Source: an optimization exercise on an open RTL-to-GDS flow (aim: small area). Production flows keep margins and buffers that such runs may drop. In this exercise RTL edits were held to simulation tests only and were not proved equivalent to the original. Power is estimated from default activity; no workload was simulated.

### design/flow/config.mk
export PLATFORM = sky130hd
export DESIGN_NAME = risc_regfile
export DESIGN_NICKNAME = risc_regfile
export VERILOG_FILES = /design/flow/design.v
export SDC_FILE = /design/flow/constraint.sdc
export NUM_CORES = 4
export LEC_CHECK = 0
export CAP_MARGIN = 20
export CORE_MARGIN = 2
export CORE_UTILIZATION = 40
export SLEW_MARGIN = 20
export SYNTH_HIERARCHICAL = 1
### design/flow/constraint.sdc
create_clock -name core_clock -period 7.5 [get_ports {clk}]
set_input_delay 1.5000 -clock core_clock [delete_from_list [all_inputs] [get_ports {clk}]]
set_output_delay 1.5000 -clock core_clock [all_outputs]
set_load 0.01 [all_outputs]
### design/flow/design.v
package risc_pkg;
  localparam int DATA_W = 32;
  localparam int ADDR_W = 5;
  typedef logic [ADDR_W-1:0] reg_addr_t;
  localparam reg_addr_t R0 = '0;
  typedef enum logic [1:0] {
    MD_ALU = 2'd0,
    MD_MEM = 2'd1,
    MD_SLT = 2'd2
  } md_sel_t;
endpackage
module risc_scoreboard (
  input  logic i_reset,
  input  logic i_inc,
  input  logic i_dec,
  input  logic i_hi,
  input  logic i_lo,
  output logic o_hi,
  output logic o_lo
);
  always_comb begin
    if (i_reset) begin
      o_hi = 1'b0;
      o_lo = 1'b0;
    end else if (i_inc) begin
      o_hi = i_hi || i_lo;
      o_lo = i_hi || !i_lo;
    end else if (i_dec) begin
      o_hi = i_hi && i_lo;
      o_lo = i_hi && !i_lo;
    end else begin
      o_hi = i_hi;
      o_lo = i_lo;
    end
  end
endmodule
module risc_regfile #(
  parameter int DATA_W = 32,
  parameter int ADDR_W = 5,
  parameter int CNT_W  = 2
) (
  input  logic              clk,
  input  logic              reset,
  input  logic              WB_RW,
  input  logic [ADDR_W-1:0] WB_DA,
  input  logic [DATA_W-1:0] WB_Bus_D,
  input  logic [ADDR_W-1:0] DOF_AA,
  input  logic [ADDR_W-1:0] DOF_BA,
  input  logic              DOF_Issue,
  input  logic [ADDR_W-1:0] DOF_Issue_DA,
  output logic [DATA_W-1:0] DOF_Bus_A,
  output logic [DATA_W-1:0] DOF_Bus_B,
  output logic              DOF_Hazard_A,
  output logic              DOF_Hazard_B,
  output logic              SB_Ovf
);
  localparam int NREG = 1 << ADDR_W;
  logic [DATA_W-1:0] r_mem [1:NREG-1];
  logic [NREG-1:1]   r_pend_hi;    
  logic [NREG-1:1]   r_pend_lo;    
  logic              r_ovf;
  logic              w_wr_en;
  logic              w_issue_ok;
  logic              w_same;        
  logic [NREG-1:1]   w_wr_dec;      
  logic [NREG-1:1]   w_inc;         
  logic [NREG-1:1]   w_dec;         
  logic [NREG-1:0]   w_sel_a;       
  logic [NREG-1:0]   w_sel_b;
  logic              w_hit_a;       
  logic              w_hit_b;
  logic [DATA_W-1:0] w_wdata;
  logic [NREG-1:1]   w_pend_hi_nxt;
  logic [NREG-1:1]   w_pend_lo_nxt;
  logic              w_wr_hi;       
  logic              w_ovf_set;
  logic              w_haz_a_hi, w_haz_a_lo;
  logic              w_haz_b_hi, w_haz_b_lo;
  assign w_wr_en    = WB_RW && (WB_DA != ADDR_W'(risc_pkg::R0));
  assign w_issue_ok = DOF_Issue && (DOF_Issue_DA != ADDR_W'(risc_pkg::R0));
  assign w_same     = w_wr_en && w_issue_ok && (WB_DA == DOF_Issue_DA);
  assign w_hit_a    = w_wr_en && (WB_DA == DOF_AA);
  assign w_hit_b    = w_wr_en && (WB_DA == DOF_BA);
  assign w_wdata    = reset ? '0 : WB_Bus_D;
  assign w_sel_a[0] = !reset && w_hit_a;
  assign w_sel_b[0] = !reset && w_hit_b;
  for (genvar r = 1; r < NREG; r++) begin : g_reg
    assign w_wr_dec[r] = w_wr_en && (WB_DA == ADDR_W'(r));
    assign w_inc[r]    = !reset && !w_same && w_issue_ok && (DOF_Issue_DA == ADDR_W'(r));
    assign w_dec[r]    = !reset && !w_same && w_wr_dec[r];
    assign w_sel_a[r]  = !reset && !w_hit_a && (DOF_AA == ADDR_W'(r));
    assign w_sel_b[r]  = !reset && !w_hit_b && (DOF_BA == ADDR_W'(r));
    always_ff @(posedge clk) begin
      if (reset || w_wr_dec[r]) begin
        r_mem[r] <= w_wdata;
      end
    end
    risc_scoreboard u_cnt (
      .i_reset (reset),
      .i_inc   (w_inc[r]),
      .i_dec   (w_dec[r]),
      .i_hi    (r_pend_hi[r]),
      .i_lo    (r_pend_lo[r]),
      .o_hi    (w_pend_hi_nxt[r]),
      .o_lo    (w_pend_lo_nxt[r])
    );
  end
  always_ff @(posedge clk) begin
    r_pend_hi <= w_pend_hi_nxt;
    r_pend_lo <= w_pend_lo_nxt;
  end
  always_ff @(posedge clk) begin
    if (reset) begin
      r_ovf <= 1'b0;
    end else if (w_ovf_set) begin
      r_ovf <= 1'b1;
    end
  end
  for (genvar b = 0; b < DATA_W; b++) begin : g_bit
    logic [NREG-1:0] w_col;
    assign w_col[0] = WB_Bus_D[b];
    for (genvar r = 1; r < NREG; r++) begin : g_col
      assign w_col[r] = r_mem[r][b];
    end
    rf_aomux #(.N(NREG)) u_mux_a (.i_d(w_col), .i_s(w_sel_a), .o_y(DOF_Bus_A[b]));
    rf_aomux #(.N(NREG)) u_mux_b (.i_d(w_col), .i_s(w_sel_b), .o_y(DOF_Bus_B[b]));
  end
  rf_aomux #(.N(NREG-1)) u_wr_hi (.i_d(r_pend_hi), .i_s(w_wr_dec), .o_y(w_wr_hi));
  rf_aomux #(.N(NREG)) u_haz_a_hi (.i_d({r_pend_hi, w_wr_hi}), .i_s(w_sel_a), .o_y(w_haz_a_hi));
  rf_aomux #(.N(NREG)) u_haz_b_hi (.i_d({r_pend_hi, w_wr_hi}), .i_s(w_sel_b), .o_y(w_haz_b_hi));
  rf_aomux #(.N(NREG-1)) u_haz_a_lo (.i_d(r_pend_lo), .i_s(w_sel_a[NREG-1:1]), .o_y(w_haz_a_lo));
  rf_aomux #(.N(NREG-1)) u_haz_b_lo (.i_d(r_pend_lo), .i_s(w_sel_b[NREG-1:1]), .o_y(w_haz_b_lo));
  assign DOF_Hazard_A = w_haz_a_hi || w_haz_a_lo;
  assign DOF_Hazard_B = w_haz_b_hi || w_haz_b_lo;
  assign w_ovf_set = |(w_inc & r_pend_hi & r_pend_lo);
  assign SB_Ovf    = r_ovf;
endmodule
module rf_aomux #(
  parameter int N = 32
) (
  input  logic [N-1:0] i_d,
  input  logic [N-1:0] i_s,
  output logic         o_y
);
  localparam int NG = N / 3;
  localparam int NR = N - 3 * NG;
  logic [NG-1:0] w_n;
  for (genvar g = 0; g < NG; g++) begin : g_3
    rf_aoi222 u_aoi (
      .i_a0(i_d[3*g]),   .i_s0(i_s[3*g]),
      .i_a1(i_d[3*g+1]), .i_s1(i_s[3*g+1]),
      .i_a2(i_d[3*g+2]), .i_s2(i_s[3*g+2]),
      .o_yn(w_n[g])
    );
  end
  if (NR == 0) begin : g_r0
    assign o_y = !(&w_n);
  end else begin : g_r
    assign o_y = !(&w_n) || |(i_d[N-1:3*NG] & i_s[N-1:3*NG]);
  end
endmodule
module rf_aoi222 (
  input  logic i_a0, i_s0, i_a1, i_s1, i_a2, i_s2,
  output logic o_yn
);
  assign o_yn = !((i_a0 && i_s0) || (i_a1 && i_s1) || (i_a2 && i_s2));
endmodule
### design/flow/run.sh
#!/bin/bash
# synth_recipe.tcl (not shown) runs the flow's synth.tcl, then flattens the netlist and writes it again
# the make line also repeats each setting of config.mk as NAME=value (left out here)
make -C /OpenROAD-flow-scripts/flow DESIGN_CONFIG=/design/flow/config.mk WORK_HOME=/design/flow/orfs CLKGATE_MAP_FILE= SYNTH_SCRIPT=/design/flow/synth_recipe.tcl finish
==> flow_summary.ini <==
[power_and_ir_drop]
total_power_uw = 13400
clkPwrFrac = 0.387
internal_power_uw = 10200
pwr-share-comb = 0.075
p_per_area_nw_per_um2 = 254
p_leak_uw = 0.0171
p_seq_frac = 0.538
netSwitchingFraction = 0.243
ir_worst_vdd_mv = 0.204
p_sw_uw = 3270

[global_route]
top_usage_layer = met2
gr-usage-met2 = 0.480
grt_first_pass_wirelength_um = 266000
grt_max_degree = 64
gr-usage-all-layers = 0.335
overflow = 0
use_met3 = 0.125
grt_pass1_vias = 35100
grt_use_met1 = 0.442
antenna_found_initial = 6

[yosys]
netlist_area_um2 = 44200
ys_types = 49
synth_xor_area_frac = 0.00277
ys_seq_area_frac = 0.702
synthCells = 2814
synthAdderAreaFrac = 0
synth_edf_count = 992
ys.flop_type = edfxtp_1
async_flop_share = 0
yosys.area_share.simple = 0.0974
synth_seq_cells = 1055
yosysWarnings = 9
synth_compound_area_frac = 0.192
yosys-mux-area-fraction = 0
syn_nets = 2870
synth.avg_cell_area_um2 = 15.7
synth_top_family_by_area = compound AO/OA/AOI/OAI gates

[cts]
post_cts_buffers = 0
hold_buffers = 0
htreeDepth = 3
cts_tree = yes
cts.sinks = 1055
cts_buffers = 105
clk_path_buf_depth = 3
cts-root-buf = clkbuf_16
clkLatencyLatePin_ns = 0.68
clk_pin_slew_worst_paths_ns = 0.06
cts_resized = 0

[worst_setup_path]
cp-startpoint = WB_DA[0]
path_class = input port to output port
crit_arrival_ns = 5.83
worstReg2RegStart = r_pend_hi[27]
end_kind = output port
worstSetupStartpointType = input port
cp.required_ns = 6.00
cp_max_fo = 16

[job]
drv_cap = 0

[floorplanning]
start_util = 0.404
die_y_um = 336
core-area_um2 = 109000
rows = 121
boundaryPins = 123
dieArea_um2 = 113000
die_x_um = 336

[timing]
grt_setup_unrepaired = no
post-route-period-util = 0.977
fmax_mhz = 136
setup_viol = 0
clock_skew_ns = 0.0203
worst_slew_pin_slew_ns = 1.23
maxSlewHeadroom = 0.183
period_minus_slack_ns = 7.33
hold_violations = 0
fin_tns_setup_ns = 0
drv_slew = 0

[finish]
layout_common_cells = 992 x edfxtp_1, 690 x a222oi_1, 144 x nand4_1
fin_nets = 3213
layout_commonest_cell = edfxtp_1
post-route-util = 0.484
drive_above_1_share = 0.152
final_cells = 4717
syn_to_final_growth_pct = 19.7
register_area_um2 = 31000
multi_input_area_um2 = 13600
fill_cells = 9230

[min_path]
hold_class = register to register
hp-start = r_pend_lo[2]

[drt]
routedWlPerCell_um = 41.4
ant_nets = 0
dr.pass1.iters = 13
drt-initial-drc-count = 9912
wl_um = 195000
vias = 36700
vias_per_cell = 7.78
drc = 0

[place]
dpl.cell_count = 4525
hpwl_um = 109000
gp_congestion = 0.984
port_buffers = 122

[run_status]
status = timing/DRC/antenna clean
[per-stage QoR]
step	hold slack, ns	setup slack [ns]	area (µm²)
after floorplan	0.528	1.46	44200
after global routing	0.620	0.188	52900
after detailed placement	0.581	0.360	49500
after CTS	0.587	0.335	52800
after global placement	0.563	0.318	49500
final	0.600	0.171	52900
[logic make-up (layout without fill, tap and decap cells)]
| kind of cell | Yosys count | in the layout |
|---|---|---|
| other | 0 | 1 |
| and+or+nand+nor | 773 | 773 |
| xor gates and xnor gates | 14 | 14 |
| buffers and inverters | 55 | 481 |
| DFF | 1055 | 1055 |
| AOI/OAI and AO/OA | 917 | 917 |
[metal layers]
layer	part of all wire	wire length, µm
met5	0.00014	28
met2	0.42	81000
met4	0.064	12400
met3	0.18	35700
met1	0.34	65900
[modules after synthesis (local to each module, per instance), excerpt]
module / area (µm²) / flip-flops and latches
rf_aoi222: 10.0 / 0
risc_regfile: 33300 / 1055
risc_scoreboard: 47.5 / 0
[final timing paths]
kind,to,slack [ns],cells after the start
worst max-delay path,DOF_Bus_B[27],0.17,12
worst min-delay path,r_pend_hi[2],0.60,2
worst max register to register,r_ovf,5.94,6
worst min register to register,r_pend_hi[2],0.60,2
[layout make-up]
type                       count  area share
inverter                      19     0.00135
sequential                  1055       0.587
clock inverter                59      0.0108
tap                         1476      0.0349
multi-input combinational   1704       0.258
timing repair buffer         272      0.0563
clock buffer                 131      0.0521
antenna                        1   0.0000473
[state kept, by name (all words and copies together), names as in the netlist]
name,count
r_mem,992
r_pend_hi,31
r_ovf,1
r_pend_lo,31
[cell usage after synthesis (2+ instances only)]
library cell | number | share of area
a31oi_1 | 3 | 0.00042
a21oi_1 | 95 | 0.011
a311oi_2 | 4 | 0.0014
and3_1 | 4 | 0.00057
edfxtp_1 | 992 | 0.67
nand4_1 | 144 | 0.020
o31ai_1 | 3 | 0.00051
xnor2_1 | 4 | 0.00079
buf_2 | 6 | 0.00068
o21ai_0 | 5 | 0.00057
and2_1 | 3 | 0.00042
o22ai_1 | 3 | 0.00042
dfxtp_1 | 63 | 0.029
a22o_1 | 67 | 0.013
nor2_1 | 196 | 0.017
a222oi_1 | 690 | 0.16
or4_4 | 67 | 0.017
xor2_1 | 10 | 0.0020
buf_1 | 5 | 0.00042
or2_2 | 23 | 0.0033
nand2b_1 | 57 | 0.0081
a2111o_1 | 3 | 0.00076
nor2b_1 | 42 | 0.0059
nor4_1 | 11 | 0.0016
or2_0 | 31 | 0.0044
nand2_1 | 116 | 0.0098
inv_1 | 19 | 0.0016
o21bai_1 | 2 | 0.00034
a22oi_1 | 31 | 0.0053
nor3_1 | 55 | 0.0062
nand3_1 | 19 | 0.0022
clkbuf_1 | 24 | 0.0020
[worst max-delay path, stage by stage]
cell	delay, ns
clkdlybuf4s50_1	0.43
or4_4	0.56
o21a_4	0.24
a311oi_2	0.52
nand2_1	0.11
buf_4	0.19
nor2_4	0.77
buf_4	0.34
a222oi_1	0.13
nand4_1	0.25
or4_4	0.20
clkdlybuf4s50_1	0.56
[power groups by stage]
stage               Clock [µW]  Combinational [µW]  Sequential, µW
detailed placement           0                 959            7340
global route              5430                1020            7270
CTS                       5190                 966            7220
floorplan                    0                 402            7260
finish                    5200                1010            7230
global placement             0                 949            7300

static timing again, ports no longer ideal:
Ports are ideal in the flow. The routed layout listed here was re-timed in OpenROAD.
Step 1 assumes that a clkbuf_16 drives the clock port and a buf_2 every other input.
Step 2 adds t to the input delays and takes it off the output delays; t is the mean of the earliest and latest rising clock arrival at the registers after step 1. Input paths then give back, and output paths get back, about the clock's delay inside the block.
Three values: ideal, step 1, step 2; two values: the first two.
t (ns): 0.762
setup slack, ns: 0.171 / 0.139 / 0.139
clock arrival spread, ns: 0.057 / 0.057
After both steps setup and hold are still met in this run. For this run, drivers alone change the setup slack by -0.032 ns; drivers and shift together by -0.032 ns.
